Context: an optimization exercise on an open-source flow, tuned for small area and a short achievable clock period. The choices shown serve that exercise and are no tape-out recipe.
Where RTL was checked, it was by simulation tests only, not by an equivalence proof against the original.
The RTL of runs 1 and 2 was laid out without a check of its function.
No driver is modelled on the clock port, so clocking that relies on it looks cheaper here than on a real chip.
Power is estimated from default activity; no workload was simulated.

$ cat flow/flow/run.sh
#!/bin/bash
# standard layout with a tighter setup margin for repair_timing, small port
# buffers, free resizing, and the clock tree's root buffer dropped after CTS
set -euo pipefail
export POST_CTS_TCL=$PWD/flow/noroot.tcl
bash standard.sh SETUP_SLACK_MARGIN=5.4 "BUFFER_PORTS_ARGS=-buffer_cell sky130_fd_sc_hd__buf_1" MATCH_CELL_FOOTPRINT=0 POST_CTS_TCL=$PWD/flow/noroot.tcl finish > standard_flow.log 2>&1
$ cat flow/standard.sh
#!/bin/bash
# synth_recipe.tcl (not shown) runs the flow's synth.tcl, then flattens the netlist and writes it again
# the make line also repeats each setting of config.mk as NAME=value (left out here)
make -C /OpenROAD-flow-scripts/flow DESIGN_CONFIG=/design/flow/config.mk WORK_HOME=/design/flow/orfs CLKGATE_MAP_FILE= SYNTH_SCRIPT=/design/flow/synth_recipe.tcl "${@:-finish}"
$ cat flow/design.v
package ddr_mux_pkg;
	localparam int addr_width    = 32;
	localparam int data_width    = 32;
	localparam int num_ports     = 4;
	localparam int req_depth     = 4;
	localparam int tag_depth     = 33;
	typedef logic [addr_width-1:0] ddr_addr_t;
	typedef logic [data_width-1:0] ddr_data_t;
endpackage
`timescale 1ns/100ps
module sync_fifo #(
	parameter int width = 32
)
(
	input  logic                  rst,
	input  logic                  afi_phy_clk,
	input  logic [width-1:0]      data,
	input  logic                  req,
	input  logic                  pop,
	output logic [3:0][width-1:0] slots,
	output logic [3:0]            head,
	output logic                  ready,
	output logic                  pending
);
	logic [3:0] wr_sel;
	logic [3:0] wr_next;
	logic [3:0] head_next;
	logic       push;
	logic       fills;
	logic       drains;
	assign push      = req && ready;
	assign wr_next   = {wr_sel[2:0], wr_sel[3]};
	assign head_next = {head[2:0], head[3]};
	assign fills     = |(wr_next & head);
	assign drains    = |(head_next & wr_sel);
	always_ff @(posedge afi_phy_clk)
	begin
		for (int k = 0; k < 4; k++)
		begin
			if (ready && wr_sel[k])
			begin
				slots[k] <= data;
			end
		end
	end
	always_ff @(posedge afi_phy_clk)
	begin
		if (rst)
		begin
			wr_sel  <= 4'b0001;
			head    <= 4'b0001;
			ready   <= 1'b1;
			pending <= 1'b0;
		end
		else
		begin
			if (pop)
			begin
				head <= head_next;
			end
			if (push)
			begin
				wr_sel <= wr_next;
			end
			if (push && !pop)
			begin
				ready   <= !fills;
				pending <= 1'b1;
			end
			else if (pop && !push)
			begin
				ready   <= 1'b1;
				pending <= !drains;
			end
		end
	end
endmodule
`timescale 1ns/100ps
module port_arbiter
(
	input  logic                   rst,
	input  logic                   afi_phy_clk,
	input  logic                   local_init_done,
	input  logic                   local_ready,
	input  logic [1:0][3:0][63:0]  wr_slots,
	input  logic [1:0][3:0][31:0]  rd_slots,
	input  logic [3:0][3:0]        head,
	input  logic [3:0]             pending,
	output logic [3:0]             pop,
	output logic                   tag_push,
	output logic                   tag_hi,
	output ddr_mux_pkg::ddr_addr_t local_address,
	output ddr_mux_pkg::ddr_data_t local_wdata,
	output logic                   local_write_req,
	output logic                   local_read_req
);
	logic       cmd_hi;
	logic [3:0] last_mask;
	logic [3:0] avail;
	logic [1:0] pick;
	logic       any;
	logic [3:0] pick_oh;
	ddr_mux_pkg::ddr_addr_t next_address;
	ddr_mux_pkg::ddr_data_t next_wdata;
	assign last_mask[0] = local_write_req && !cmd_hi;
	assign last_mask[1] = local_read_req  && !cmd_hi;
	assign last_mask[2] = local_write_req &&  cmd_hi;
	assign last_mask[3] = local_read_req  &&  cmd_hi;
	assign avail = pending & ~last_mask;
	assign any   = |avail;
	always_comb
	begin
		if (avail[0])      pick = 2'd0;
		else if (avail[1]) pick = 2'd1;
		else if (avail[2]) pick = 2'd2;
		else               pick = 2'd3;
	end
	assign pick_oh[0] = avail[0];
	assign pick_oh[1] = !avail[0] && avail[1];
	assign pick_oh[2] = !avail[0] && !avail[1] && avail[2];
	assign pick_oh[3] = !avail[0] && !avail[1] && !avail[2];
	always_comb
	begin
		next_address = '0;
		next_wdata   = '0;
		for (int i = 0; i < 2; i++)
		begin
			for (int k = 0; k < 4; k++)
			begin
				next_address = next_address
					| ({32{pick_oh[2*i]   && head[2*i][k]}}   & wr_slots[i][k][63:32])
					| ({32{pick_oh[2*i+1] && head[2*i+1][k]}} & rd_slots[i][k]);
				next_wdata   = next_wdata
					| ({32{(pick[1] == 1'(i)) && head[2*i][k]}} & wr_slots[i][k][31:0]);
			end
		end
	end
	always_ff @(posedge afi_phy_clk)
	begin
		if (rst || !local_init_done)
		begin
			local_write_req <= 1'b0;
			local_read_req  <= 1'b0;
			pop             <= '0;
			tag_push        <= 1'b0;
		end
		else
		begin
			pop      <= '0;
			tag_push <= 1'b0;
			if (local_ready)
			begin
				local_write_req <= any && !pick[0];
				local_read_req  <= any &&  pick[0];
				pop[pick]       <= any;
				tag_push        <= any && pick[0];
			end
		end
	end
	always_ff @(posedge afi_phy_clk)
	begin
		if (local_ready)
		begin
			cmd_hi <= pick[1];
		end
	end
	always_ff @(posedge afi_phy_clk)
	begin
		if (rst)
		begin
			local_address <= '0;
			local_wdata   <= '0;
		end
		else if (local_ready)
		begin
			local_address <= next_address;
			local_wdata   <= next_wdata;
		end
	end
	assign tag_hi = cmd_hi;
endmodule
`timescale 1ns/100ps
module read_return_router
(
	input  logic                   rst,
	input  logic                   afi_phy_clk,
	input  logic                   tag_push,
	input  logic                   tag_hi,
	input  ddr_mux_pkg::ddr_data_t local_rdata,
	input  logic                   local_rdata_valid,
	output ddr_mux_pkg::ddr_data_t rdata,
	output logic [1:0]             rport_data_valid
);
	logic [ddr_mux_pkg::tag_depth-1:0] tags;
	logic [5:0]                        tag_last;
	logic                              tag_q;
	logic                              popped;
	assign tag_q = tags[tag_last - {5'b0, popped}];
	always_ff @(posedge afi_phy_clk)
	begin
		if (tag_push)
		begin
			tags <= {tags[ddr_mux_pkg::tag_depth-2:0], tag_hi};
		end
	end
	always_ff @(posedge afi_phy_clk)
	begin
		if (rst)
		begin
			tag_last         <= '1;
			popped           <= 1'b0;
			rport_data_valid <= '0;
		end
		else
		begin
			tag_last         <= tag_last + {5'b0, tag_push} - {5'b0, popped};
			popped           <= local_rdata_valid;
			rport_data_valid <= {local_rdata_valid && tag_q, local_rdata_valid && !tag_q};
		end
	end
	always_ff @(posedge afi_phy_clk)
	begin
		rdata <= local_rdata;
	end
endmodule
`timescale 1ns/100ps
module mux_ddr_access
(
	input  logic                   rst,
	input  logic                   afi_phy_clk,
	input  ddr_mux_pkg::ddr_addr_t [1:0] wport_addr,
	input  ddr_mux_pkg::ddr_data_t [1:0] wport_data,
	input  logic [1:0]             wport_req,
	output logic [1:0]             wport_ready,
	input  ddr_mux_pkg::ddr_addr_t [1:0] rport_addr,
	input  logic [1:0]             rport_req,
	output logic [1:0]             rport_ready,
	output ddr_mux_pkg::ddr_data_t rport_data,
	output logic [1:0]             rport_data_valid,
	input  logic                   local_init_done,
	input  logic                   local_ready,
	input  ddr_mux_pkg::ddr_data_t local_rdata,
	input  logic                   local_rdata_valid,
	output ddr_mux_pkg::ddr_addr_t local_address,
	output ddr_mux_pkg::ddr_data_t local_wdata,
	output logic                   local_write_req,
	output logic                   local_read_req
);
	logic [1:0][3:0][63:0]        wr_slots;
	logic [1:0][3:0][31:0]        rd_slots;
	logic [3:0][3:0]              head;
	logic [3:0]                   pending;
	logic [3:0]                   pop;
	logic                         tag_push;
	logic                         tag_hi;
	for (genvar i = 0; i < 2; i++)
	begin : g_req
		sync_fifo #(.width(64)) wr_fifo_i (
			.rst         (rst),
			.afi_phy_clk (afi_phy_clk),
			.data        ({wport_addr[i], wport_data[i]}),
			.req         (wport_req[i]),
			.pop         (pop[2*i]),
			.slots       (wr_slots[i]),
			.head        (head[2*i]),
			.ready       (wport_ready[i]),
			.pending     (pending[2*i])
		);
		sync_fifo #(.width(32)) rd_fifo_i (
			.rst         (rst),
			.afi_phy_clk (afi_phy_clk),
			.data        (rport_addr[i]),
			.req         (rport_req[i]),
			.pop         (pop[2*i+1]),
			.slots       (rd_slots[i]),
			.head        (head[2*i+1]),
			.ready       (rport_ready[i]),
			.pending     (pending[2*i+1])
		);
	end
	port_arbiter port_arbiter_i (
		.rst             (rst),
		.afi_phy_clk     (afi_phy_clk),
		.local_init_done (local_init_done),
		.local_ready     (local_ready),
		.wr_slots        (wr_slots),
		.rd_slots        (rd_slots),
		.head            (head),
		.pending         (pending),
		.pop             (pop),
		.tag_push        (tag_push),
		.tag_hi          (tag_hi),
		.local_address   (local_address),
		.local_wdata     (local_wdata),
		.local_write_req (local_write_req),
		.local_read_req  (local_read_req)
	);
	read_return_router read_return_router_i (
		.rst               (rst),
		.afi_phy_clk       (afi_phy_clk),
		.tag_push          (tag_push),
		.tag_hi            (tag_hi),
		.local_rdata       (local_rdata),
		.local_rdata_valid (local_rdata_valid),
		.rdata             (rport_data),
		.rport_data_valid  (rport_data_valid)
	);
endmodule
`timescale 1ns/100ps
module ddr_port_mux
(
	input  logic        afi_phy_clk,
	input  logic        rst,
	input  logic [31:0] wport0_addr,
	input  logic [31:0] wport0_data,
	input  logic [31:0] wport2_addr,
	input  logic [31:0] wport2_data,
	input  logic [1:0]  wport_req,
	output logic [1:0]  wport_ready,
	input  logic [31:0] rport1_addr,
	input  logic [31:0] rport3_addr,
	input  logic [1:0]  rport_req,
	output logic [1:0]  rport_ready,
	output logic [31:0] rport1_data,
	output logic [31:0] rport3_data,
	output logic [1:0]  rport_data_valid,
	input  logic        local_init_done,
	input  logic        local_ready,
	input  logic [31:0] local_rdata,
	input  logic        local_rdata_valid,
	output logic [31:0] local_address,
	output logic [31:0] local_wdata,
	output logic        local_write_req,
	output logic        local_read_req
);
	ddr_mux_pkg::ddr_addr_t [ddr_mux_pkg::num_ports/2-1:0] wport_addr;
	ddr_mux_pkg::ddr_data_t [ddr_mux_pkg::num_ports/2-1:0] wport_data;
	ddr_mux_pkg::ddr_addr_t [ddr_mux_pkg::num_ports/2-1:0] rport_addr;
	ddr_mux_pkg::ddr_data_t rport_data;
	assign wport_addr[0] = wport0_addr;
	assign wport_addr[1] = wport2_addr;
	assign wport_data[0] = wport0_data;
	assign wport_data[1] = wport2_data;
	assign rport_addr[0] = rport1_addr;
	assign rport_addr[1] = rport3_addr;
	assign rport1_data   = rport_data;
	assign rport3_data   = rport_data;
	mux_ddr_access mux_ddr_access_i (
		.rst               (rst),
		.afi_phy_clk       (afi_phy_clk),
		.wport_addr        (wport_addr),
		.wport_data        (wport_data),
		.wport_req         (wport_req),
		.wport_ready       (wport_ready),
		.rport_addr        (rport_addr),
		.rport_req         (rport_req),
		.rport_ready       (rport_ready),
		.rport_data        (rport_data),
		.rport_data_valid  (rport_data_valid),
		.local_init_done   (local_init_done),
		.local_ready       (local_ready),
		.local_rdata       (local_rdata),
		.local_rdata_valid (local_rdata_valid),
		.local_address     (local_address),
		.local_wdata       (local_wdata),
		.local_write_req   (local_write_req),
		.local_read_req    (local_read_req)
	);
endmodule
$ cat flow/constraint.sdc
create_clock -name core_clock -period 8.0 [get_ports {afi_phy_clk}]
set_input_delay 1.6000 -clock core_clock [delete_from_list [all_inputs] [get_ports {afi_phy_clk}]]
set_output_delay 1.6000 -clock core_clock [all_outputs]
set_load 0.01 [all_outputs]
$ cat flow/config.mk
export PLATFORM = sky130hd
export DESIGN_NAME = ddr_port_mux
export DESIGN_NICKNAME = ddr_port_mux
export VERILOG_FILES = /design/flow/design.v
export SDC_FILE = /design/flow/constraint.sdc
export NUM_CORES = 4
export LEC_CHECK = 0
export CAP_MARGIN = 20
export CORE_MARGIN = 2
export CORE_UTILIZATION = 65
export CTS_CLUSTER_DIAMETER = 60
export CTS_CLUSTER_SIZE = 30
export SETUP_SLACK_MARGIN = 5
export SLEW_MARGIN = 20
$ cat flow/flow/noroot.tcl
set block [ord::get_db_block]
proc sink_iterms {net} {
  set l {}
  foreach it [$net getITerms] { if {[$it isInputSignal]} { lappend l $it } }
  return $l
}
set pnet [[$block findBTerm afi_phy_clk] getNet]
set roots [sink_iterms $pnet]
if {[llength $roots] == 1} {
  set root [[lindex $roots 0] getInst]
  set rnet [[$root findITerm X] getNet]
  set loads [sink_iterms $rnet]
  set ok [expr {[llength $loads] >= 1 && [llength $loads] <= 4}]
  foreach l $loads {
    if {![string match sky130_fd_sc_hd__clkbuf_* [[[$l getInst] getMaster] getName]]} { set ok 0 }
  }
  if {$ok} {
    puts "noroot: removing [$root getName], port now drives [llength $loads] buffers"
    [lindex $roots 0] disconnect
    foreach l $loads { $l disconnect; $l connect $pnet }
    [$root findITerm X] disconnect
    odb::dbInst_destroy $root
    odb::dbNet_destroy $rnet
  } else {
    puts "noroot: tree shape not as expected, left unchanged"
  }
}
estimate_parasitics -placement
==> impl_results.md, run 1 <==
* Synth top area cells: edfxtp_1 (70%), dfxtp_1 (8.9%), a222oi_1 (2.7%)
* DRC at 0
* Synth Flop Type: edfxtp_1
* Static leakage at 13.2 nW
* Asr flop ratio synth at 0%
* Final setup TNS at 0 ps
* Status: complete, no violations
* Most common cell after layout, fill and taps aside: edfxtp_1
* Final Max Tran Viols at 0
* Overall routing resource usage at 32.0%
* Launch point of the worst reg-to-reg path: mux_ddr_access_i.port_arbiter_i.cmd_hi
* Share of layout cells above drive strength 1 at 21.5%
* Synth cell types at 55
* Register area share after synthesis at 79.0%
* Initial drt markers at 2,257
* Mapped Cells at 1,995
* WL final at 89,600 µm
* Dpl cells at 2,934
* Post-synthesis register bit count at 954
* Number of max-cap violations at 0
* Fin. Hold Viols at 0
* Placement Cell Area at 0.0364 mm²
* RSZ-0062 raised after global routing: true
* Crit path max fanout at 50
* WHS Path Cells at 0
* Via density at 6.74
* Fin cells at 3,084
* Core area at 0.0524 mm²
* Actual slew at the worst max-slew pin at 1160 ps
* Clock-pin slew on the worst setup and hold paths at 100 ps
* Area share of the largest cell type after synthesis at 70.1%
* Die footprint at 0.0547 mm²
* First-pass GRT wire length at 127,000 µm
* Row Count at 84
* Placer Congestion at 0.801
* Worst vdd ir at 272 µV
* Hold Path Sink: mux_ddr_access_i.read_return_router_i.tags[1]
* CP arrival at 3010 ps
* Synthesized area at 0.0343 mm²
* DIE HEIGHT at 234 µm
* Antenna viol nets, final at 0
* Initial antenna violation count at 23
* Die Span X at 234 µm
* CTS tree: built
* Vias in the first global route at 19,800
* Hold Path Class: register to register
* Syn nets at 2,244
* Initial Util at 65.5%
* Design area at 0.0400 mm²
* Global route overflow at 0
* F_max at 381 MHz
* Worst rel slew slack at 22.7%
* Layout area overhead at 16.4%
* Final min period at 2630 ps
* Largest net degree at the start of global routing at 65
* Clk Latency, worst-skew pair at 450 ps
* Post-synth EDFFs at 802
* Critical path data required time at 8380 ps
* Critical path launch point type: input pin
* # fillers at 3,037
* WL per Instance at 29.1 µm
* Fin nets at 2,592
* Detailed placement HPWL at 50,900 µm
* Buffers on Ports at 368
* Most frequent cells in the layout: edfxtp_1 (802), buf_1 (230), buf_6 (139), a22oi_1 (109), dfxtp_2 (94)
* Final setup skew at 37.7 ps
* CP endpoint kind: register
* Fin util at 76.2%
* CTS sink cnt at 954
* Syn_area_per_cell at 17.2 µm²
* HP Start: mux_ddr_access_i.read_return_router_i.tags[0]
* R2r worst-path depth at 7
* Hold_ws at 457 ps
* Kind of critical path: input pin to register
* Post-synth top area cell: edfxtp_1
* I/O pin count at 369
* Routed vias at 20,800
* Period utilization at 32.8%
* Yosys warns at 4
* DR pass1 iterations at 6
* Count of final setup violators at 0
* P per Cell Area at 243 mW/mm²
* FF-to-FF setup slack at 5430 ps
through the flow:
stage                     total power [mW]  setup WS, ps
after detailed placement              6.65          4450
after global placement                6.62          4480
after floorplan                       6.30          5400
final                                 9.73          5370
after global routing                  10.0          5320
cells in the mapped netlist, drive strengths merged (50+ instances only):
cell type / instances
a22o: 61
edfxtp: 802
nor2: 56
dfxtp: 152
a221oi: 75
buf: 69
nand2: 59
clkbuf: 90
a211oi: 53
a22oi: 109
a21oi: 50
a222oi: 92
cells by family after synthesis:
| family | after synthesis | share of synthesized area [%] |
|---|---|---|
| AO/OA/AOI/OAI | 551 | 12.7 |
| multiplexers | 28 | 1.15 |
| AND/OR/NAND/NOR | 250 | 3.83 |
| buffers and inverters | 191 | 2.62 |
| XOR/XNOR | 5 | 0.128 |
| adder cells (fa/ha/maj) | 16 | 0.605 |
| flip-flops | 954 | 79.0 |
worst max-delay path, stage by stage:
cell	delay (ps)
clkbuf_2	100
buf_12	170
inv_2	80
buf_12	340
o21ai_2	170
a211oi_1	360
or3_1	160
area by class of cell:
class,count,area (µm²),area share [%]
diodes,13,32.5,0.0814
multi-input cells,854,6740,16.9
clock buffers,50,1230,3.08
clock inverters,40,546,1.36
repair buffers,453,3150,7.88
flip-flops and latches,954,27300,68.3
inverters,32,123,0.307
well taps,688,861,2.15
registers in the layout, indices dropped and copies added (netlist names), 2 cells and up:
register / cells
mux_ddr_access_i.port_arbiter_i.local_wdata: 32
mux_ddr_access_i.g_req.rd_fifo_i.slots: 256
mux_ddr_access_i.g_req.rd_fifo_i.head: 8
mux_ddr_access_i.read_return_router_i.tags: 33
mux_ddr_access_i.read_return_router_i.tag_last: 6
mux_ddr_access_i.g_req.rd_fifo_i.ready: 2
mux_ddr_access_i.g_req.wr_fifo_i.pending: 2
mux_ddr_access_i.g_req.wr_fifo_i.slots: 512
mux_ddr_access_i.port_arbiter_i.pop: 4
mux_ddr_access_i.g_req.rd_fifo_i.pending: 2
mux_ddr_access_i.g_req.rd_fifo_i.wr_sel: 8
mux_ddr_access_i.port_arbiter_i.local_address: 32
mux_ddr_access_i.read_return_router_i.rport_data_valid: 2
mux_ddr_access_i.g_req.wr_fifo_i.wr_sel: 8
mux_ddr_access_i.g_req.wr_fifo_i.head: 8
mux_ddr_access_i.g_req.wr_fifo_i.ready: 2
mux_ddr_access_i.read_return_router_i.rdata: 32
where the power goes:
part / leakage (nW) / switching (mW) / total, mW / internal [mW]
logic: 3.55 / 0.545 / 0.928 / 0.383
registers: 8.78 / 0.125 / 5.78 / 5.66
clock network: 0.850 / 1.66 / 3.01 / 1.36
per-layer routing:
layer / up-vias / GRT usage, % / wire [µm]
met4: 32 / 8.70 / 2270
li1: 8901 / - / -
met5: - / 0 / 200
met1: 10500 / 44.5 / 34400
met3: 181 / 7.45 / 9480
met2: 1124 / 51.5 / 43300
worst max path at each step:
stage               slack (ps)                                         endpoint        start  depth (start not counted)
floorplan                 5400  mux_ddr_access_i.port_arbiter_i.local_wdata[24]  local_ready                          5
global placement          4480                                         register  local_ready                          5
finish                    5370                                         register          rst                          7
global route              5320                                         register          rst                          7
detailed placement        4450                                         register          rst                          7
==> run 2, diff against run 1 <==
--- a/flow/config.mk
+++ b/flow/config.mk
@@ -7,7 +7,7 @@
 export LEC_CHECK = 0
 export CAP_MARGIN = 20
 export CORE_MARGIN = 2
-export CORE_UTILIZATION = 65
+export CORE_UTILIZATION = 78
 export CTS_CLUSTER_DIAMETER = 60
 export CTS_CLUSTER_SIZE = 30
 export SETUP_SLACK_MARGIN = 5
==> run 2 against run 1 <==
  * Clock power fell by 7.0%
  * Synthesized area did not move
  * Clock skew rose by 11 ps
  * First-iteration DRC count rose to 2.5 times the previous value
  * Non-clock buffer count rose by 26
  * Combinational power rose by 12%
  * Largest power group unchanged
==> impl_results.md, run 2 <==
* Detailed placement HPWL at 52,200 µm (was 50,900 µm)
* WL final at 110,000 µm (was 89,600 µm)
* Initial antenna violation count at 27 (was 23)
* WL per Instance at 36.5 µm (was 29.1 µm)
* Fin. Hold Viols at 0 (unchanged)
* Most frequent cell after synthesis: edfxtp_1 (unchanged)
* Most common cell after layout, fill and taps aside: edfxtp_1 (unchanged)
* Syn nets at 2,244 (unchanged)
* Post-synthesis register bit count at 954 (unchanged)
* Post-synth EDFFs at 802 (unchanged)
* CP endpoint kind: register (unchanged)
* Placer Congestion at 0.814 (was 0.801)
* CTS tree: built (unchanged)
* Launch point of the worst reg-to-reg path: mux_ddr_access_i.g_req[1].rd_fifo_i.head[2] (was mux_ddr_access_i.port_arbiter_i.cmd_hi)
* Final Power at 9.65 mW (was 9.73 mW)
* Placement Setup Slack at 4200 ps (was 4450 ps)
* Dpl cells at 2,826 (was 2,934)
* Asr flop ratio synth at 0% (unchanged)
* HP Start: mux_ddr_access_i.read_return_router_i.tags[3] (was mux_ddr_access_i.read_return_router_i.tags[0])
* Most frequent cells in the layout: edfxtp_1 (802), buf_1 (230), buf_6 (135), a22oi_1 (109), a222oi_1 (92) (was edfxtp_1 (802), buf_1 (230), buf_6 (139), a22oi_1 (109), dfxtp_2 (94))
* Crit path cell chain: clkbuf_4, buf_12, inv_12, buf_16, o21ai_2, nor3b_1, or3_1 (was clkbuf_2, buf_12, inv_2, buf_12, o21ai_2, a211oi_1, or3_1)
* Final min period at 2840 ps (was 2630 ps)
* Period utilization at 35.4% (was 32.8%)
* DR pass1 iterations at 12 (was 6)
* Yosys warns at 4 (unchanged)
* Synth cell types at 55 (unchanged)
* Die Span X at 214 µm (was 234 µm)
* Kind of critical path: input pin to register (unchanged)
* Synth Flop Type: edfxtp_1 (unchanged)
* F_max at 353 MHz (was 381 MHz)
* Register area share after synthesis at 79.0% (unchanged)
* Hold Path Class: register to register (unchanged)
* First-pass GRT wire length at 144,000 µm (was 127,000 µm)
* Number of max-cap violations at 0 (unchanged)
* Routed vias at 23,700 (was 20,800)
* Worst vdd ir at 245 µV (was 272 µV)
* Syn_area_per_cell at 17.2 µm² (unchanged)
* Actual slew at the worst max-slew pin at 1170 ps (was 1160 ps)
* Critical path data required time at 8370 ps (was 8380 ps)
* Count of final setup violators at 0 (unchanged)
* Reg area at 0.0273 mm² (about the same)
* Area share of the largest cell type after synthesis at 70.1% (unchanged)
* Global route overflow at 0 (unchanged)
* P per Cell Area at 242 mW/mm² (was 243 mW/mm²)
* CTS sink cnt at 954 (unchanged)
* Final setup margin at 5160 ps (was 5370 ps)
* Mapped Cells at 1,995 (unchanged)
* RSZ-0062 raised after global routing: true (unchanged)
* Clock-pin slew on the worst setup and hold paths at 110 ps (was 100 ps)
* Leading registers by flop count: mux_ddr_access_i.g_req.wr_fifo_i.slots: 512 flops, mux_ddr_access_i.g_req.rd_fifo_i.slots: 256 flops, mux_ddr_access_i.read_return_router_i.tags: 33 flops (unchanged)
* Vias in the first global route at 22,800 (was 19,800)
* CP max-delay cell: nor3b_1 (was a211oi_1)
* DRC at 0 (unchanged)
* I/O pin count at 369 (unchanged)
* Row Count at 76 (was 84)
* Fin cells at 3,005 (was 3,084)
* Buffers on Ports at 368 (unchanged)
* Fin nets at 2,612 (was 2,592)
* Initial drt markers at 5,654 (was 2,257)
* Final Max Tran Viols at 0 (unchanged)
* Worst rel slew slack at 21.7% (was 22.7%)
* Critical path launch point type: input pin (unchanged)
* CP arrival at 3200 ps (was 3010 ps)
* Overall routing resource usage at 44.4% (was 32.0%)
* Largest net degree at the start of global routing at 65 (unchanged)
* Share of layout cells above drive strength 1 at 21.5% (about the same)
* Layout area overhead at 16.4% (about the same)
* DIE HEIGHT at 214 µm (was 234 µm)
* Crit-path max cell delay at 510 ps (was 360 ps)
* Status: complete, no violations (unchanged)
* Largest register FFs at 512 (unchanged)
* Die footprint at 0.0457 mm² (was 0.0547 mm²)
* Synthesized area at 0.0343 mm² (unchanged)
* Final setup TNS at 0 ps (unchanged)
* Placement Cell Area at 0.0362 mm² (was 0.0364 mm²)
* Static leakage at 13.2 nW (about the same)
* Via density at 7.88 (was 6.74)
* Post-synth top cells: edfxtp_1 (802), dfxtp_1 (152), a22oi_1 (109) (unchanged)
* Design area at 0.0400 mm² (about the same)
* Clk Latency, worst-skew pair at 440 ps (was 450 ps)
* # fillers at 1,280 (was 3,037)
* Post-synth top area cell: edfxtp_1 (unchanged)
* Multi-input gate area at 0.00670 mm² (was 0.00674 mm²)
* Synth top area cells: edfxtp_1 (70%), dfxtp_1 (8.9%), a222oi_1 (2.7%) (unchanged)
* Initial Util at 79.4% (was 65.5%)
* Critical Path Start: rst (unchanged)
* Core area at 0.0433 mm² (was 0.0524 mm²)
* Final setup skew at 48.9 ps (was 37.7 ps)
* Antenna viol nets, final at 0 (unchanged)
* Crit path max fanout at 19 (was 50)
* Biggest register: mux_ddr_access_i.g_req.wr_fifo_i.slots (unchanged)
==> run 2: cell families after synthesis <==
logic type	share of synthesized area [%]
compound gates	12.7
xor+xnor	0.128
fa+ha+maj	0.605
buf+inv	2.62
flops	79.0
mux	1.15
simple gates	3.83
==> run 2: final cells by class <==
cell class,instances,area share (%)
tap,585,1.83
clock buffer,51,2.82
multi-input combinational,852,16.8
antenna,24,0.150
inverter,32,0.351
clock inverter,28,0.877
sequential,954,68.3
timing repair buffer,479,8.90
==> run 2: metrics by stage <==
| step | hold WS (ps) | util [%] |
|---|---|---|
| after floorplan | 421 | - |
| after global placement | 428 | 83.7 |
| after detailed placement | 432 | 83.7 |
| after global routing | 462 | 92.3 |
| final | 449 | 92.4 |
==> run 2: report_power, final <==
part	internal (mW)	switching, mW
combinational	0.402	0.636
sequential	5.66	0.155
clock	1.16	1.64
total	7.22	2.43
==> run 2: path summary, 6_finish.rpt <==
kind,end,slack [ps],cells after the start
worst min register to register,mux_ddr_access_i.read_return_router_i.tags[4],450,0
worst min-delay path,mux_ddr_access_i.read_return_router_i.tags[4],450,0
worst max register to register,register,5260,5
worst max-delay path,register,5160,7
==> run 2: critical path: cells and delay by family <==
family	cells	cell delay, ps
AO/OA/AOI/OAI	1	110
buffers and inverters	4	730
AND/OR/NAND/NOR	2	730
==> run 2: layer usage <==
metal / wire (µm) / vias to the layer above / GRT usage [%]
met5: 151 / - / 0
met4: 7760 / 22 / 23.5
met3: 18200 / 686 / 14.4
met2: 51600 / 2857 / 71.4
met1: 32000 / 11200 / 54.6
li1: - / 8931 / -
==> run 3, diff against run 2 <==
--- a/flow/design.v
+++ b/flow/design.v
@@ -161,18 +161,7 @@
 	begin
 		if (local_ready)
 		begin
-			cmd_hi <= pick[1];
-		end
-	end
-	always_ff @(posedge afi_phy_clk)
-	begin
-		if (rst)
-		begin
-			local_address <= '0;
-			local_wdata   <= '0;
-		end
-		else if (local_ready)
-		begin
+			cmd_hi        <= pick[1];
 			local_address <= next_address;
 			local_wdata   <= next_wdata;
 		end
@@ -194,8 +183,11 @@
 	logic [ddr_mux_pkg::tag_depth-1:0] tags;
 	logic [5:0]                        tag_last;
 	logic                              tag_q;
-	logic                              popped;
-	assign tag_q = tags[tag_last - {5'b0, popped}];
+	logic [5:0]                        last_keep;
+	logic [5:0]                        last_pop;
+	assign tag_q = tags[tag_last];
+	assign last_keep = tag_push ? tag_last + 6'd1 : tag_last;
+	assign last_pop  = tag_push ? tag_last : tag_last - 6'd1;
 	always_ff @(posedge afi_phy_clk)
 	begin
 		if (tag_push)
@@ -208,13 +200,11 @@
 		if (rst)
 		begin
 			tag_last         <= '1;
-			popped           <= 1'b0;
 			rport_data_valid <= '0;
 		end
 		else
 		begin
-			tag_last         <= tag_last + {5'b0, tag_push} - {5'b0, popped};
-			popped           <= local_rdata_valid;
+			tag_last         <= local_rdata_valid ? last_pop : last_keep;
 			rport_data_valid <= {local_rdata_valid && tag_q, local_rdata_valid && !tag_q};
 		end
 	end
==> flow/flow/run.sh (replaced) <==
#!/bin/bash
# standard layout with a tighter setup margin for repair_timing, small port
# buffers, free resizing, smaller clock-tree leaf buffers, and the clock
# tree's root buffer dropped after CTS
set -euo pipefail
export POST_CTS_TCL=$PWD/flow/noroot.tcl
export CTS_ARGS="-sink_clustering_enable -sink_clustering_size 18 -sink_clustering_max_diameter 60 -repair_clock_nets -sink_clustering_buffer sky130_fd_sc_hd__clkbuf_8"
bash standard.sh SETUP_SLACK_MARGIN=5.4 "BUFFER_PORTS_ARGS=-buffer_cell sky130_fd_sc_hd__buf_1" MATCH_CELL_FOOTPRINT=0 POST_CTS_TCL=$PWD/flow/noroot.tcl "CTS_ARGS=$CTS_ARGS" finish > standard_flow.log 2>&1
--- a/flow/config.mk
+++ b/flow/config.mk
@@ -7,7 +7,7 @@
 export LEC_CHECK = 0
 export CAP_MARGIN = 20
 export CORE_MARGIN = 2
-export CORE_UTILIZATION = 78
+export CORE_UTILIZATION = 65
 export CTS_CLUSTER_DIAMETER = 60
 export CTS_CLUSTER_SIZE = 30
 export SETUP_SLACK_MARGIN = 5
==> run 3 against run 2 <==
  * Still clean on timing, DRC and antenna
  * Register-to-register slack better by 120 ps
  * Global-route usage down 13 points
  * Clock skew down 17 ps
  * Sequential power about the same
  * Core utilization down 19 points
  * Synthesized cell count down 5.0%
  * Non-clock buffer count down 58
  * Synthesized area down 0.48%
  * Highest routed layer unchanged
==> impl_results.md, run 3 <==
* Synthesized area at 0.0342 mm² (was 0.0343 mm²)
* Number of max-cap violations at 0 (unchanged)
* Register area share after synthesis at 81.2% (was 79.0%)
* Initial antenna violation count at 15 (was 27)
* WHS Path Cells at 0 (unchanged)
* Vias in the first global route at 19,100 (was 22,800)
* Initial drt markers at 2,345 (was 5,654)
* Antenna viol nets, final at 0 (unchanged)
* Final min period at 2630 ps (was 2840 ps)
* Final setup TNS at 0 ps (unchanged)
* Initial Util at 65.4% (was 79.4%)
* Area share of the largest cell type after synthesis at 76.1% (was 70.1%)
* Final Max Tran Viols at 0 (unchanged)
* Synth Flop Type: edfxtp_1 (unchanged)
* Syn nets at 2,138 (was 2,244)
* Critical path data required time at 8330 ps (was 8370 ps)
* CP arrival at 2970 ps (was 3200 ps)
* Global route overflow at 0 (unchanged)
* Yosys warns at 4 (unchanged)
* WL per Instance at 29.8 µm (was 36.5 µm)
* Via density at 6.67 (was 7.88)
* Worst R2R End: mux_ddr_access_i.port_arbiter_i.local_address[0]
* Placement Cell Area at 0.0360 mm² (was 0.0362 mm²)
* Multi-input gate area at 0.00579 mm² (was 0.00670 mm²)
* Placer Congestion at 0.817 (was 0.814)
* Actual slew at the worst max-slew pin at 1110 ps (was 1170 ps)
* Final Power at 8.73 mW (was 9.65 mW)
* HP Start: mux_ddr_access_i.read_return_router_i.tags[6] (was mux_ddr_access_i.read_return_router_i.tags[3])
* CTS sink cnt at 953 (was 954)
* Fin nets at 2,466 (was 2,612)
* Row Count at 84 (was 76)
* Design area at 0.0381 mm² (was 0.0400 mm²)
* Largest net degree at the start of global routing at 65 (unchanged)
* Leading registers by flop count: mux_ddr_access_i.g_req.wr_fifo_i.slots: 512 flops, mux_ddr_access_i.g_req.rd_fifo_i.slots: 256 flops, mux_ddr_access_i.read_return_router_i.tags: 33 flops (unchanged)
* WL final at 87,900 µm (was 110,000 µm)
* Most frequent cell after synthesis: edfxtp_1 (unchanged)
* Buffers on Ports at 368 (unchanged)
* FF-to-FF setup slack at 5380 ps (was 5260 ps)
* First-pass GRT wire length at 122,000 µm (was 144,000 µm)
* Hold_ws at 462 ps (was 449 ps)
* Mapped Cells at 1,896 (was 1,995)
* CTS tree: built (unchanged)
* Clk Latency, worst-skew pair at 420 ps (was 440 ps)
* DRC at 0 (unchanged)
* Hold Path Class: register to register (unchanged)
* Routed vias at 19,600 (was 23,700)
* Hold Path Sink: mux_ddr_access_i.read_return_router_i.tags[7] (was mux_ddr_access_i.read_return_router_i.tags[4])
* R2r worst-path depth at 6 (was 5)
* Status: complete, no violations (unchanged)
* Launch point of the worst reg-to-reg path: mux_ddr_access_i.port_arbiter_i.cmd_hi (was mux_ddr_access_i.g_req[1].rd_fifo_i.head[2])
* Static leakage at 12.3 nW (was 13.2 nW)
* Biggest register: mux_ddr_access_i.g_req.wr_fifo_i.slots (unchanged)
* Synth cell types at 50 (was 55)
* Worst vdd ir at 174 µV (was 245 µV)
* Reg area at 0.0278 mm² (was 0.0273 mm²)
* Largest register FFs at 512 (unchanged)
* Core area at 0.0522 mm² (was 0.0433 mm²)
* Fin. Hold Viols at 0 (unchanged)
* Synth top area cells: edfxtp_1 (76%), dfxtp_1 (5.1%), a22oi_1 (3.6%) (was edfxtp_1 (70%), dfxtp_1 (8.9%), a222oi_1 (2.7%))
* Share of layout cells above drive strength 1 at 15.1% (was 21.5%)
* Count of final setup violators at 0 (unchanged)
* CP endpoint kind: register (unchanged)
* Final setup skew at 31.6 ps (was 48.9 ps)
* Post-synthesis register bit count at 953 (was 954)
* Kind of critical path: input pin to register (unchanged)
* I/O pin count at 369 (unchanged)
* Syn_area_per_cell at 18.0 µm² (was 17.2 µm²)
* Worst rel slew slack at 26.0% (was 21.7%)
* Asr flop ratio synth at 0% (unchanged)
* Most frequent cells in the layout: edfxtp_1 (866), buf_1 (245), a22oi_1 (165), a222oi_1 (86), buf_6 (73) (was edfxtp_1 (802), buf_1 (230), buf_6 (135), a22oi_1 (109), a222oi_1 (92))
* Post-synth top cells: edfxtp_1 (866), a22oi_1 (165), clkbuf_1 (98) (was edfxtp_1 (802), dfxtp_1 (152), a22oi_1 (109))
* GR Layer Usage met2 at 52.2% (was 71.4%)
* Die Span X at 233 µm (was 214 µm)
* Gr busiest metal: met2 (unchanged)
* # fillers at 3,274 (was 1,280)
* Post-synth EDFFs at 866 (was 802)
* F_max at 380 MHz (was 353 MHz)
* Overall routing resource usage at 31.3% (was 44.4%)
* Detailed placement HPWL at 49,100 µm (was 52,200 µm)
* Critical path launch point type: input pin (unchanged)
* Period utilization at 32.9% (was 35.4%)
* Post-synth top area cell: edfxtp_1 (unchanged)
* DIE HEIGHT at 233 µm (was 214 µm)
* Die footprint at 0.0544 mm² (was 0.0457 mm²)
* Crit path max fanout at 7 (was 19)
* DR pass1 iterations at 7 (was 12)
* Global Route met3 Usage at 4.69% (was 14.4%)
* Clock-pin slew on the worst setup and hold paths at 110 ps (about the same)
* P per Cell Area at 229 mW/mm² (was 242 mW/mm²)
* RSZ-0062 raised after global routing: true (unchanged)
* Met1 Usage GRT at 43.3% (was 54.6%)
* Layout area overhead at 11.4% (was 16.4%)
* Most common cell after layout, fill and taps aside: edfxtp_1 (unchanged)
==> run 3: area by class of cell <==
type                       instances  share of cell area, %
antenna                            9                 0.0591
clock buffer                      79                   2.61
clock inverter                     8                  0.128
inverter                          20                  0.207
multi-input combinational        769                   15.2
sequential                       953                   73.0
tap                              688                   2.26
timing repair buffer             421                   6.50
==> run 3: worst max-delay path by stage <==
stage	startpoint	end	slack, ps
5_1_grt	local_rdata_valid	register	5330
3_5_place_dp	local_ready	mux_ddr_access_i.port_arbiter_i.pop[1]	4410
3_3_place_gp	local_ready	mux_ddr_access_i.port_arbiter_i.pop[1]	4510
6_report	local_rdata_valid	register	5370
2_1_floorplan	local_rdata_valid	register	5190
==> run 3: through the flow <==
stage | instances | worst slack [ps] | util, %
6_report | 2947 | 5370 | 72.9
5_1_grt | 2940 | 5330 | 72.9
3_5_place_dp | 2828 | 4410 | 68.8
3_3_place_gp | 2828 | 4510 | 68.8
2_1_floorplan | 1896 | 5190 | -
==> run 3: report_power, final <==
| part | switching, mW | internal [mW] |
|---|---|---|
| logic | 0.457 | 0.242 |
| clock network | 1.40 | 0.819 |
| registers | 0.0977 | 5.71 |
==> run 3: cells by family after synthesis <==
family	synth area share, %
DFF	81.2
AOI/OAI and AO/OA	11.0
and+or+nand+nor	3.42
buffers and inverters	2.61
muxes	1.33
adders and majority gates	0.351
xor gates and xnor gates	0.103
==> run 3: worst max-delay path: stages <==
cell and delay (ps):
buf_12 120, ha_4 200, a21o_4 200, a21oi_4 150, o21bai_1 80, a21oi_1 190
mux2i_1 240, mux2i_1 190
==> run 3: routing by layer <==
layer | routed length, µm | part of all wire, %
met1 | 32700 | 37
met2 | 44300 | 50
met3 | 8190 | 9.3
met4 | 2460 | 2.8
met5 | 134 | 0.15
==> run 4, diff against run 3 <==
==> flow/flow/run.sh (replaced) <==
#!/bin/bash
# standard layout with a tighter setup margin for repair_timing, small port
# buffers, free resizing, smaller clock-tree leaf buffers, and the clock
# tree's root buffer dropped after CTS, before its timing repair
set -euo pipefail
export SKIP_CTS_REPAIR_TIMING=1
export POST_CTS_TCL=$PWD/flow/noroot.tcl
export CTS_ARGS="-sink_clustering_enable -sink_clustering_size 18 -sink_clustering_max_diameter 60 -repair_clock_nets -sink_clustering_buffer sky130_fd_sc_hd__clkbuf_8"
bash standard.sh SETUP_SLACK_MARGIN=5.5 "BUFFER_PORTS_ARGS=-buffer_cell sky130_fd_sc_hd__buf_1" MATCH_CELL_FOOTPRINT=0 SKIP_CTS_REPAIR_TIMING=1 POST_CTS_TCL=$PWD/flow/noroot.tcl "CTS_ARGS=$CTS_ARGS" finish > standard_flow.log 2>&1
--- a/flow/flow/noroot.tcl
+++ b/flow/flow/noroot.tcl
@@ -26,3 +26,10 @@
   }
 }
 estimate_parasitics -placement
+repair_timing_helper
+set result [catch { detailed_placement } msg]
+if { $result != 0 } {
+  error "Detailed placement failed after CTS repair: $msg"
+}
+check_placement -verbose
+estimate_parasitics -placement
==> run 4 against run 3 <==
  * Cell count hardly changed
  * Setup slack worse by 27 ps
  * Register-to-register slack better by 40 ps
  * Global-route usage is 0.24 points higher
  * Largest cell class unchanged
  * Maximum frequency is 1.0% lower
  * Synthesized cell count stayed put
  * Critical path depth is 7 lower
  * Sequential cell count stayed put
  * Sequential power hardly changed
  * Non-clock buffer count stayed put
  * First-iteration DRC count is 7.0% higher
  * Routed wire length is 2.6% higher
==> impl_results.md, run 4 <==
* Syn_area_per_cell at 18.0 µm² (unchanged)
* Most frequent cells in the layout: edfxtp_1 (866), buf_1 (231), a22oi_1 (165), a222oi_1 (86), buf_6 (75) (was edfxtp_1 (866), buf_1 (245), a22oi_1 (165), a222oi_1 (86), buf_6 (73))
* Post-synth top cells: edfxtp_1 (866), a22oi_1 (165), clkbuf_1 (98) (unchanged)
* Placer Congestion at 0.834 (was 0.817)
* Fin util at 73.1% (was 72.9%)
* FF-to-FF setup slack at 5420 ps (was 5380 ps)
* Crit path cell chain: clkbuf_2 (was buf_12, ha_4, a21o_4, a21oi_4, o21bai_1, a21oi_1, mux2i_1, mux2i_1)
* GR Layer Usage met2 at 51.0% (was 52.2%)
* Largest register FFs at 512 (unchanged)
* Detailed placement HPWL at 49,900 µm (was 49,100 µm)
* Largest net degree at the start of global routing at 65 (unchanged)
* Final setup TNS at 0 ps (unchanged)
* Die footprint at 0.0544 mm² (unchanged)
* Hold_ws at 458 ps (was 462 ps)
* Share of layout cells above drive strength 1 at 16.5% (was 15.1%)
* Row Count at 84 (unchanged)
* Synth cell types at 50 (unchanged)
* WL final at 90,200 µm (was 87,900 µm)
* Layout area overhead at 11.7% (was 11.4%)
* Fin nets at 2,468 (was 2,466)
* Final min period at 2660 ps (was 2630 ps)
* Fin. Hold Viols at 0 (unchanged)
* Worst rel slew slack at 22.1% (was 26.0%)
* Core area at 0.0522 mm² (unchanged)
* Critical path data required time at 6400 ps (was 8330 ps)
* Final Max Tran Viols at 0 (unchanged)
* Yosys warns at 4 (unchanged)
* Met1 Usage GRT at 41.9% (was 43.3%)
* Antenna viol nets, final at 0 (unchanged)
* CP arrival at 1060 ps (was 2970 ps)
* Final Power at 8.74 mW (was 8.73 mW)
* Initial antenna violation count at 23 (was 15)
* I/O pin count at 369 (unchanged)
* Count of final setup violators at 0 (unchanged)
* First-pass GRT wire length at 123,000 µm (was 122,000 µm)
* Crit-path max cell delay at 470 ps (was 240 ps)
* Fin cells at 2,949 (was 2,947)
* DRC at 0 (unchanged)
* CP endpoint kind: output pin (was register)
* Clk Latency, worst-skew pair at 430 ps (was 420 ps)
* Post-synth top area cell: edfxtp_1 (unchanged)
* Period utilization at 33.3% (was 32.9%)
* CTS sink cnt at 953 (unchanged)
* Post-synthesis register bit count at 953 (unchanged)
* WL per Instance at 30.6 µm (was 29.8 µm)
* Dpl cells at 2,829 (was 2,828)
* RSZ-0062 raised after global routing: true (unchanged)
* Most common cell after layout, fill and taps aside: edfxtp_1 (unchanged)
* CP max-delay cell: edfxtp_1 (was mux2i_1)
* Delay-heaviest family, CP: flip-flops (was compound AO/OA/AOI/OAI gates)
* Synth top area cells: edfxtp_1 (76%), dfxtp_1 (5.1%), a22oi_1 (3.6%) (unchanged)
* Placement Cell Area at 0.0360 mm² (about the same)
* Number of max-cap violations at 0 (unchanged)
* Gr busiest metal: met2 (unchanged)
* Placement Setup Slack at 4460 ps (was 4410 ps)
* Vias in the first global route at 19,400 (was 19,100)
* Overall routing resource usage at 31.5% (was 31.3%)
* Design area at 0.0382 mm² (was 0.0381 mm²)
* P per Cell Area at 229 mW/mm² (about the same)
* Leading registers by flop count: mux_ddr_access_i.g_req.wr_fifo_i.slots: 512 flops, mux_ddr_access_i.g_req.rd_fifo_i.slots: 256 flops, mux_ddr_access_i.read_return_router_i.tags: 33 flops (unchanged)
* Via density at 6.73 (was 6.67)
* DIE HEIGHT at 233 µm (unchanged)
* Hold Path Class: register to register (unchanged)
* Asr flop ratio synth at 0% (unchanged)
* F_max at 376 MHz (was 380 MHz)
* Final setup margin at 5340 ps (was 5370 ps)
* Global route overflow at 0 (unchanged)
* Actual slew at the worst max-slew pin at 1170 ps (was 1110 ps)
* Kind of critical path: register to output pin (was input pin to register)
* Final setup skew at 26.2 ps (was 31.6 ps)
* Worst vdd ir at 202 µV (was 174 µV)
* Synth Flop Type: edfxtp_1 (unchanged)
* Area share of the largest cell type after synthesis at 76.1% (unchanged)
* Register area share after synthesis at 81.2% (unchanged)
* Mapped Cells at 1,896 (unchanged)
* DR pass1 iterations at 8 (was 7)
* CTS tree: built (unchanged)
* Routed vias at 19,800 (was 19,600)
* Biggest register: mux_ddr_access_i.g_req.wr_fifo_i.slots (unchanged)
* Clock-pin slew on the worst setup and hold paths at 110 ps (about the same)
* Initial drt markers at 2,508 (was 2,345)
* Syn nets at 2,138 (unchanged)
* Post-synth EDFFs at 866 (unchanged)
* Global Route met3 Usage at 7.52% (was 4.69%)
* Crit path max fanout at 1 (was 7)
* Initial Util at 65.4% (unchanged)
* CP bufs+invs at 1 (unchanged)
* Critical path launch point type: register (was input pin)
* Static leakage at 12.4 nW (was 12.3 nW)
* Die Span X at 233 µm (unchanged)
* Synthesized area at 0.0342 mm² (unchanged)
* Status: complete, no violations (unchanged)
* Buffers on Ports at 368 (unchanged)
* Most frequent cell after synthesis: edfxtp_1 (unchanged)
## run 4: changes by cell type in the layout (fill, tap and decap cells not counted), sizes merged, moves of 3 or more
cell    change
clkbuf     +19
buf        -16
clkinv      -4
and3        +3
## run 4: layout make-up
cell class | count | area (µm²)
flip-flops and latches | 953 | 27800
fillers | 3215 | 14100
multi-input cells | 771 | 5870
repair buffers | 421 | 2480
clock buffers | 82 | 982
well taps | 688 | 861
inverters | 20 | 86.3
clock inverters | 6 | 61.3
diodes | 8 | 20.0
## run 4: power breakdown
part	switching, mW	internal (mW)
clock	1.41	0.808
sequential	0.0984	5.71
combinational	0.473	0.248
total	1.98	6.76
## run 4: kinds of logic after synthesis
kind of cell             synth area share, %
buffers and inverters                   2.61
AO/OA/AOI/OAI                           11.0
XOR/XNOR                               0.103
adder cells (fa/ha/maj)                0.351
flip-flops                              81.2
multiplexers                            1.33
AND/OR/NAND/NOR                         3.42
## run 4: path summary, 6_finish.rpt
| check | start | to | cells past startpoint |
|---|---|---|---|
| setup / recovery | mux_ddr_access_i.port_arbiter_i.local_address[4] | local_address[4] | 1 |
| hold / removal | mux_ddr_access_i.read_return_router_i.tags[19] | mux_ddr_access_i.read_return_router_i.tags[20] | 0 |
| setup reg to reg | mux_ddr_access_i.port_arbiter_i.cmd_hi | mux_ddr_access_i.port_arbiter_i.local_address[14] | 7 |
| hold reg to reg | mux_ddr_access_i.read_return_router_i.tags[19] | mux_ddr_access_i.read_return_router_i.tags[20] | 0 |
## run 4: per-layer routing
| metal | share of wire [%] | wire length [µm] | vias up |
|---|---|---|---|
| met5 | 0.21 | 192 | - |
| met4 | 3.9 | 3520 | 32 |
| met3 | 11 | 10100 | 229 |
| met2 | 49 | 44200 | 1165 |
| met1 | 36 | 32200 | 9974 |
| li1 | - | - | 8434 |
==> run 5, diff against run 4 <==
==> flow/flow/run.sh (replaced) <==
#!/bin/bash
# standard layout with a tighter setup margin for repair_timing, small port
# buffers, free resizing, smaller clock-tree leaf buffers, and the clock
# tree's root buffer dropped after CTS, before its timing repair
set -euo pipefail
export SKIP_CTS_REPAIR_TIMING=1
export POST_CTS_TCL=$PWD/flow/noroot.tcl
export CTS_ARGS="-sink_clustering_enable -sink_clustering_size 18 -sink_clustering_max_diameter 60 -repair_clock_nets -sink_clustering_buffer sky130_fd_sc_hd__clkbuf_8"
bash standard.sh SETUP_SLACK_MARGIN=5.4 "BUFFER_PORTS_ARGS=-buffer_cell sky130_fd_sc_hd__buf_1" MATCH_CELL_FOOTPRINT=0 SKIP_CTS_REPAIR_TIMING=1 POST_CTS_TCL=$PWD/flow/noroot.tcl "CTS_ARGS=$CTS_ARGS" finish > standard_flow.log 2>&1
--- a/flow/config.mk
+++ b/flow/config.mk
@@ -7,7 +7,7 @@
 export LEC_CHECK = 0
 export CAP_MARGIN = 20
 export CORE_MARGIN = 2
-export CORE_UTILIZATION = 65
+export CORE_UTILIZATION = 58
 export CTS_CLUSTER_DIAMETER = 60
 export CTS_CLUSTER_SIZE = 30
 export SETUP_SLACK_MARGIN = 5
==> run 5 against run 4 <==
  * Worst hold slack got worse by 4.9 ps
  * Highest routed layer unchanged
  * Setup slack worse by 20 ps
  * Count of clock-buffer cells in the layout grew 2
  * Clock power rose by 3%
  * Largest power group unchanged
  * Critical path depth unchanged
  * Synthesized area is the same
  * Power is essentially flat
  * Still clean on timing, DRC and antenna
  * Largest cell class unchanged
  * Routed wire length is essentially flat
  * Sequential share of layout area rose by 1.0 points
  * Cell count up 3.0%
  * Non-clock buffer count decreased by 2
==> impl_results.md, run 5 <==
* Via density at 6.44 (was 6.73)
* Number of max-cap violations at 0 (unchanged)
* Leading registers by flop count: mux_ddr_access_i.g_req.wr_fifo_i.slots: 512 flops, mux_ddr_access_i.g_req.rd_fifo_i.slots: 256 flops, mux_ddr_access_i.read_return_router_i.tags: 33 flops (unchanged)
* CTS tree: built (unchanged)
* RSZ-0062 raised after global routing: true (unchanged)
* Yosys warns at 4 (unchanged)
* Actual slew at the worst max-slew pin at 1050 ps (was 1170 ps)
* Crit path cell chain: clkbuf_2 (unchanged)
* Hold Path Class: register to register (unchanged)
* WL final at 90,100 µm (was 90,200 µm)
* Placement Cell Area at 0.0361 mm² (was 0.0360 mm²)
* FF-to-FF setup slack at 5490 ps (was 5420 ps)
* Antenna viol nets, final at 0 (unchanged)
* # fillers at 4,075 (was 3,215)
* Initial drt markers at 2,277 (was 2,508)
* Clock Power Share at 26.0% (was 25.3%)
* Overall routing resource usage at 28.8% (was 31.5%)
* Mapped Cells at 1,896 (unchanged)
* Critical path data required time at 6400 ps (about the same)
* Buffers on Ports at 368 (unchanged)
* Post-synth top cells: edfxtp_1 (866), a22oi_1 (165), clkbuf_1 (98) (unchanged)
* Share of layout cells above drive strength 1 at 10.2% (was 16.5%)
* Count of final setup violators at 0 (unchanged)
* Static leakage at 11.9 nW (was 12.4 nW)
* Global route overflow at 0 (unchanged)
* Post-synth top area cell: edfxtp_1 (unchanged)
* Clock-pin slew on the worst setup and hold paths at 110 ps (about the same)
* Most common cell after layout, fill and taps aside: edfxtp_1 (unchanged)
* Synth top area cells: edfxtp_1 (76%), dfxtp_1 (5.1%), a22oi_1 (3.6%) (unchanged)
* Design area at 0.0376 mm² (was 0.0382 mm²)
* Worst vdd ir at 185 µV (was 202 µV)
* Row Count at 88 (was 84)
* Die Span X at 247 µm (was 233 µm)
* CTS sink cnt at 953 (unchanged)
* CP endpoint kind: output pin (unchanged)
* Crit path max fanout at 1 (unchanged)
* Core area at 0.0580 mm² (was 0.0522 mm²)
* Clk Latency, worst-skew pair at 420 ps (was 430 ps)
* Worst R2R End: mux_ddr_access_i.port_arbiter_i.local_address[5] (was mux_ddr_access_i.port_arbiter_i.local_address[14])
* Synth Flop Type: edfxtp_1 (unchanged)
* DR pass1 iterations at 6 (was 8)
* Most frequent cells in the layout: edfxtp_1 (866), buf_1 (324), a22oi_1 (165), a222oi_1 (86), dfxtp_1 (79) (was edfxtp_1 (866), buf_1 (231), a22oi_1 (165), a222oi_1 (86), buf_6 (75))
* Post-synthesis register bit count at 953 (unchanged)
* Internal power at 6.74 mW (was 6.76 mW)
* Worst rel slew slack at 29.8% (was 22.1%)
* Asr flop ratio synth at 0% (unchanged)
* DIE HEIGHT at 247 µm (was 233 µm)
* Register area share after synthesis at 81.2% (unchanged)
* Final setup skew at 15.6 ps (was 26.2 ps)
* Initial antenna violation count at 28 (was 23)
* WL per Instance at 29.7 µm (was 30.6 µm)
* Synthesized area at 0.0342 mm² (unchanged)
* Net Sw Frac at 22.8% (was 22.6%)
* Die footprint at 0.0609 mm² (was 0.0544 mm²)
* Vias in the first global route at 19,000 (was 19,400)
* Initial Util at 58.9% (was 65.4%)
* Detailed placement HPWL at 51,900 µm (was 49,900 µm)
* DRC at 0 (unchanged)
* Layout area overhead at 9.94% (was 11.7%)
* Fin. Hold Viols at 0 (unchanged)
* Final Max Tran Viols at 0 (unchanged)
* Hold Path Sink: mux_ddr_access_i.read_return_router_i.tags[12] (was mux_ddr_access_i.read_return_router_i.tags[20])
* Post-synth EDFFs at 866 (unchanged)
* Delay-heaviest family, CP: flip-flops (unchanged)
* F_max at 373 MHz (was 376 MHz)
* P per Cell Area at 233 mW/mm² (was 229 mW/mm²)
* R2r worst-path depth at 6 (was 7)
* Synth cell types at 50 (unchanged)
* Most frequent cell after synthesis: edfxtp_1 (unchanged)
* Kind of critical path: register to output pin (unchanged)
* Area share of the largest cell type after synthesis at 76.1% (unchanged)
* I/O pin count at 369 (unchanged)
* Reg area at 0.0278 mm² (about the same)
* Final setup TNS at 0 ps (unchanged)
* Syn nets at 2,138 (unchanged)
* Routed vias at 19,600 (was 19,800)
* CP bufs+invs at 1 (unchanged)
* Largest register FFs at 512 (unchanged)
* Crit-path max cell delay at 490 ps (was 470 ps)
* Largest net degree at the start of global routing at 65 (unchanged)
* Status: complete, no violations (unchanged)
* Critical path launch point type: register (unchanged)
* Final min period at 2680 ps (was 2660 ps)
* Placer Congestion at 0.804 (was 0.834)
* Multi-input gate area at 0.00574 mm² (was 0.00587 mm²)
* First-pass GRT wire length at 126,000 µm (was 123,000 µm)
* Launch point of the worst reg-to-reg path: mux_ddr_access_i.port_arbiter_i.cmd_hi (unchanged)
* CP arrival at 1080 ps (was 1060 ps)
* Fin nets at 2,461 (was 2,468)
* Combinational share of power at 7.6% (was 8.2%)
* HP Start: mux_ddr_access_i.read_return_router_i.tags[11] (was mux_ddr_access_i.read_return_router_i.tags[19])
* WHS Path Cells at 0 (unchanged)
* Biggest register: mux_ddr_access_i.g_req.wr_fifo_i.slots (unchanged)
* Syn_area_per_cell at 18.0 µm² (unchanged)
* Sequential Power Share at 66.4% (about the same)
* Period utilization at 33.5% (was 33.3%)
* CP max-delay cell: edfxtp_1 (unchanged)
* NetSw at 1.99 mW (was 1.98 mW)
[run 5: final cells by class]
| type | instances | share of cell area (%) |
|---|---|---|
| flip-flops and latches | 953 | 73.9 |
| multi-input cells | 765 | 15.3 |
| repair buffers | 419 | 5.05 |
| clock buffers | 84 | 2.68 |
| well taps | 765 | 2.55 |
| inverters | 20 | 0.210 |
| clock inverters | 9 | 0.183 |
| diodes | 23 | 0.153 |
[run 5: power by group through the flow]
stage | logic [mW] | clock network (mW) | registers [mW]
finish | 0.664 | 2.27 | 5.80
global route | 0.711 | 2.48 | 5.82
floorplan | 0.318 | 0 | 5.91
detailed placement | 0.629 | 0 | 5.92
global placement | 0.617 | 0 | 5.91
[run 5: per-layer routing]
layer  vias up  wire length, µm  global-route usage (%)
met3       171             8040                    5.43
met1      9976            34200                    39.4
met4        26             3090                    11.4
met5         -              153                       0
met2       957            44600                    46.3
li1       8425                -                       -
[run 5: per-stage QoR]
| step | cells | setup WS [ps] | utilization [%] | hold slack, ps | total power, mW |
|---|---|---|---|---|---|
| detailed placement | 2904 | 4530 | 62.1 | 429 | 6.55 |
| global route | 3025 | 5320 | 64.7 | 464 | 9.01 |
| floorplan | 1896 | 5190 | - | 417 | 6.23 |
| finish | 3038 | 5320 | 64.8 | 453 | 8.74 |
| global placement | 2904 | 4550 | 62.1 | 425 | 6.53 |
[run 5: cell families (layout without fill, tap and decap cells)]
family / count (synthesis) / after routing / synth area share (%)
adders and majority gates: 9 / 9 / 0.351
and+or+nand+nor: 240 / 241 / 3.42
buffers and inverters: 180 / 532 / 2.61
AOI/OAI and AO/OA: 477 / 478 / 11.0
DFF: 953 / 953 / 81.2
other: 0 / 23 / 0
muxes: 33 / 33 / 1.33
xor gates and xnor gates: 4 / 4 / 0.103
[run 5: worst max path at each step]
stage / startpoint / endpoint / slack (ps) / cells past startpoint
2_1_floorplan: local_rdata_valid / register / 5190 / 7
3_3_place_gp: local_ready / mux_ddr_access_i.port_arbiter_i.pop[1] / 4550 / 4
3_5_place_dp: local_ready / mux_ddr_access_i.port_arbiter_i.pop[1] / 4530 / 4
5_1_grt: mux_ddr_access_i.port_arbiter_i.local_address[4] / local_address[4] / 5320 / 1
6_report: mux_ddr_access_i.port_arbiter_i.local_address[4] / local_address[4] / 5320 / 1
==> run 6, diff against run 5 <==
--- a/flow/config.mk
+++ b/flow/config.mk
@@ -7,8 +7,9 @@
 export LEC_CHECK = 0
 export CAP_MARGIN = 20
 export CORE_MARGIN = 2
-export CORE_UTILIZATION = 58
+export CORE_UTILIZATION = 65
 export CTS_CLUSTER_DIAMETER = 60
 export CTS_CLUSTER_SIZE = 30
+export GPL_ROUTABILITY_DRIVEN = 0
 export SETUP_SLACK_MARGIN = 5
 export SLEW_MARGIN = 20
==> run 6 against run 5 <==
  * Still clean on timing, DRC and antenna
  * Synthesized area unchanged
  * Non-clock buffer count decreased by 5
  * Core utilization increased by 6.7 points
  * Sequential cell count unchanged
  * Cell count decreased by 3.3%
  * Routed wire length decreased by 5.4%
  * Setup slack improved by 40 ps
  * Count of clock-buffer cells in the layout decreased by 5
  * Register-to-register slack got worse by 70 ps
  * Critical path depth unchanged
  * First-iteration DRC count increased by 8.2%
  * Via count decreased by 0.49%
  * Critical endpoint unchanged
==> impl_results.md, run 6 <==
* Synth top area cells: edfxtp_1 (76%), dfxtp_1 (5.1%), a22oi_1 (3.6%) (unchanged)
* Post-synth top cells: edfxtp_1 (866), a22oi_1 (165), clkbuf_1 (98) (unchanged)
* Detailed placement HPWL at 49,100 µm (was 51,900 µm)
* WL per Instance at 29.0 µm (was 29.7 µm)
* Most frequent cells in the layout: edfxtp_1 (866), buf_1 (344), a22oi_1 (165), a222oi_1 (86), dfxtp_1 (79) (was edfxtp_1 (866), buf_1 (324), a22oi_1 (165), a222oi_1 (86), dfxtp_1 (79))
* Antenna viol nets, final at 0 (unchanged)
* Status: complete, no violations (unchanged)
* CTS tree: built (unchanged)
* Post-synth EDFFs at 866 (unchanged)
* CTS sink cnt at 953 (unchanged)
* Synthesized area at 0.0342 mm² (unchanged)
* Row Count at 84 (was 88)
* Final setup TNS at 0 ps (unchanged)
* RSZ-0062 raised after global routing: true (unchanged)
* CP endpoint kind: output pin (unchanged)
* Synth Flop Type: edfxtp_1 (unchanged)
* Largest net degree at the start of global routing at 65 (unchanged)
* DIE HEIGHT at 233 µm (was 247 µm)
* Largest register FFs at 512 (unchanged)
* Die Span X at 233 µm (was 247 µm)
* WL final at 85,300 µm (was 90,100 µm)
* Initial antenna violation count at 15 (was 28)
* First-pass GRT wire length at 120,000 µm (was 126,000 µm)
* Leading registers by flop count: mux_ddr_access_i.g_req.wr_fifo_i.slots: 512 flops, mux_ddr_access_i.g_req.rd_fifo_i.slots: 256 flops, mux_ddr_access_i.read_return_router_i.tags: 33 flops (unchanged)
* WHS Path Cells at 0 (unchanged)
* Hold_ws at 451 ps (was 453 ps)
* Synth cell types at 50 (unchanged)
* Yosys warns at 4 (unchanged)
* Fin. Hold Viols at 0 (unchanged)
* Crit path max fanout at 1 (unchanged)
* Initial drt markers at 2,463 (was 2,277)
* Critical path launch point type: register (unchanged)
* Most frequent cell after synthesis: edfxtp_1 (unchanged)
* Clock Power Share at 25.6% (was 26.0%)
* Delay-heaviest family, CP: flip-flops (unchanged)
* NetSw at 1.94 mW (was 1.99 mW)
* Core area at 0.0522 mm² (was 0.0580 mm²)
* Vias in the first global route at 18,900 (was 19,000)
* CP arrival at 1040 ps (was 1080 ps)
* Kind of critical path: register to output pin (unchanged)
* Area share of the largest cell type after synthesis at 76.1% (unchanged)
* Most common cell after layout, fill and taps aside: edfxtp_1 (unchanged)
* DR pass1 iterations at 6 (unchanged)
* Actual slew at the worst max-slew pin at 1100 ps (was 1050 ps)
* Final setup skew at 25.0 ps (was 15.6 ps)
* FF-to-FF setup slack at 5420 ps (was 5490 ps)
* Sequential Power Share at 66.8% (was 66.4%)
* DRC at 0 (unchanged)
* Layout area overhead at 9.22% (was 9.94%)
* Syn_area_per_cell at 18.0 µm² (unchanged)
* Hold Path Class: register to register (unchanged)
* Share of layout cells above drive strength 1 at 8.79% (was 10.2%)
* P per Cell Area at 232 mW/mm² (was 233 mW/mm²)
* HP Start: mux_ddr_access_i.read_return_router_i.tags[17] (was mux_ddr_access_i.read_return_router_i.tags[11])
* Post-synthesis register bit count at 953 (unchanged)
* CP max-delay cell: edfxtp_1 (unchanged)
* Mapped Cells at 1,896 (unchanged)
* Die footprint at 0.0544 mm² (was 0.0609 mm²)
* Crit-path max cell delay at 460 ps (was 490 ps)
* Biggest register: mux_ddr_access_i.g_req.wr_fifo_i.slots (unchanged)
* Count of final setup violators at 0 (unchanged)
* Critical path data required time at 6400 ps (about the same)
* Hold Path Sink: mux_ddr_access_i.read_return_router_i.tags[18] (was mux_ddr_access_i.read_return_router_i.tags[12])
* Final Max Tran Viols at 0 (unchanged)
* Internal power at 6.73 mW (was 6.74 mW)
* Fin util at 71.5% (was 64.8%)
* Dpl cells at 2,828 (was 2,904)
* Global route overflow at 0 (unchanged)
* Fin cells at 2,939 (was 3,038)
* Final min period at 2640 ps (was 2680 ps)
* Register area share after synthesis at 81.2% (unchanged)
* Crit path cell chain: clkbuf_2 (unchanged)
* Fin nets at 2,456 (was 2,461)
* Worst rel slew slack at 26.4% (was 29.8%)
* Post-synth top area cell: edfxtp_1 (unchanged)
* Launch point of the worst reg-to-reg path: mux_ddr_access_i.port_arbiter_i.cmd_hi (unchanged)
* Combinational share of power at 7.5% (was 7.6%)
* F_max at 379 MHz (was 373 MHz)
* Clk Latency, worst-skew pair at 420 ps (about the same)
* Worst R2R End: mux_ddr_access_i.port_arbiter_i.local_address[20] (was mux_ddr_access_i.port_arbiter_i.local_address[5])
* Overall routing resource usage at 30.7% (was 28.8%)
* Clock-pin slew on the worst setup and hold paths at 110 ps (about the same)
* Period utilization at 33.0% (was 33.5%)
* Syn nets at 2,138 (unchanged)
* Initial Util at 65.4% (was 58.9%)
* Worst vdd ir at 174 µV (was 185 µV)
* Number of max-cap violations at 0 (unchanged)
* Buffers on Ports at 368 (unchanged)
* Net Sw Frac at 22.4% (was 22.8%)
* Static leakage at 11.8 nW (was 11.9 nW)
* Via density at 6.62 (was 6.44)
* I/O pin count at 369 (unchanged)
* Asr flop ratio synth at 0% (unchanged)
* R2r worst-path depth at 7 (was 6)
* CP bufs+invs at 1 (unchanged)
* Routed vias at 19,500 (was 19,600)
## run 6: cells by family after synthesis
kind of cell	count (synthesis)	synth area share [%]
XOR/XNOR	4	0.103
AND/OR/NAND/NOR	240	3.42
adder cells (fa/ha/maj)	9	0.351
flip-flops	953	81.2
AO/OA/AOI/OAI	477	11.0
multiplexers	33	1.33
buffers and inverters	180	2.61
## run 6: final cells by class
class	instances	area, µm²
antenna	11	27.5
clock buffer	79	995
clock inverter	8	48.8
fill	3348	14900
inverter	20	78.8
multi-input combinational	766	5720
sequential	953	27800
tap	688	861
timing repair buffer	414	1820
## run 6: stage by stage
step	cell area (µm²)	power (mW)	worst slack (ps)
after global placement	36000	6.52	4510
after global routing	37300	8.92	5350
after detailed placement	36000	6.54	4410
final	37300	8.67	5360
after floorplan	34200	6.23	5190
## run 6: how the worst max path moves through the flow
stage                                                     start                                         endpoint  slack [ps]  cells past startpoint
6_report       mux_ddr_access_i.port_arbiter_i.local_address[4]                                 local_address[4]        5360                      1
2_1_floorplan                                 local_rdata_valid                                         register        5190                      7
3_5_place_dp                                        local_ready           mux_ddr_access_i.port_arbiter_i.pop[1]        4410                      4
3_3_place_gp                                        local_ready           mux_ddr_access_i.port_arbiter_i.pop[1]        4510                      4
5_1_grt                  mux_ddr_access_i.port_arbiter_i.cmd_hi  mux_ddr_access_i.port_arbiter_i.local_wdata[15]        5350                      9
## run 6: layer usage
layer  part of all wire (%)  vias to the layer above  track usage, %
met1                     38                     9927            43.1
met3                    9.1                      169            4.65
met2                     50                      955            50.1
met5                   0.16                        -               0
li1                       -                     8386               -
met4                    3.0                       22            10.2
## run 6: power by group through the flow
stage          registers (mW)  logic, mW  clock network, mW
6_report                 5.80      0.654               2.22
5_1_grt                  5.82      0.704               2.40
3_5_place_dp             5.91      0.628                  0
3_3_place_gp             5.90      0.616                  0
2_1_floorplan            5.91      0.318                  0

re-timing with driven ports:
No port has a modelled driver above. Below, the same layouts with a new extraction and two added sets of constraints.
Step 1: set_driving_cell puts a clkbuf_16 on afi_phy_clk and a buf_2 on each other input, an assumption about the parent block.
Step 2 moves the port delays by t, midway between the first and last clock arrival at a register: inputs arrive t later, outputs are due t later. That takes back most of the time a late clock gives input paths.
Slacks: ideal ports / drivers / drivers and shift; pairs: ideal ports / drivers.
run	shift t [ns]	setup WS [ns]	worst hold slack (ns)	slew at the worst register clock pin (ns)	pins driven straight from the clock port
run 1	0.558	5.372 / 5.319 / 4.916	0.457 / 0.457 / 0.457	0.11 / 0.11	4
run 2	0.551	5.165 / 5.250 / 4.699	0.449 / 0.449 / 0.449	0.12 / 0.12	4
run 3	0.534	5.367 / 5.248 / 4.912	0.462 / 0.462 / 0.462	0.11 / 0.11	4
run 4	0.546	5.340 / 5.208 / 4.918	0.458 / 0.458 / 0.458	0.11 / 0.11	4
run 5	0.542	5.320 / 5.190 / 4.974	0.453 / 0.453 / 0.453	0.11 / 0.11	4
run 6	0.532	5.360 / 5.232 / 4.961	0.451 / 0.451 / 0.451	0.12 / 0.12	4
After both steps setup and hold are still met in every run listed. The setup slack of run 2, which loses most, moves by +0.085 ns with the drivers and by -0.466 ns with both steps.
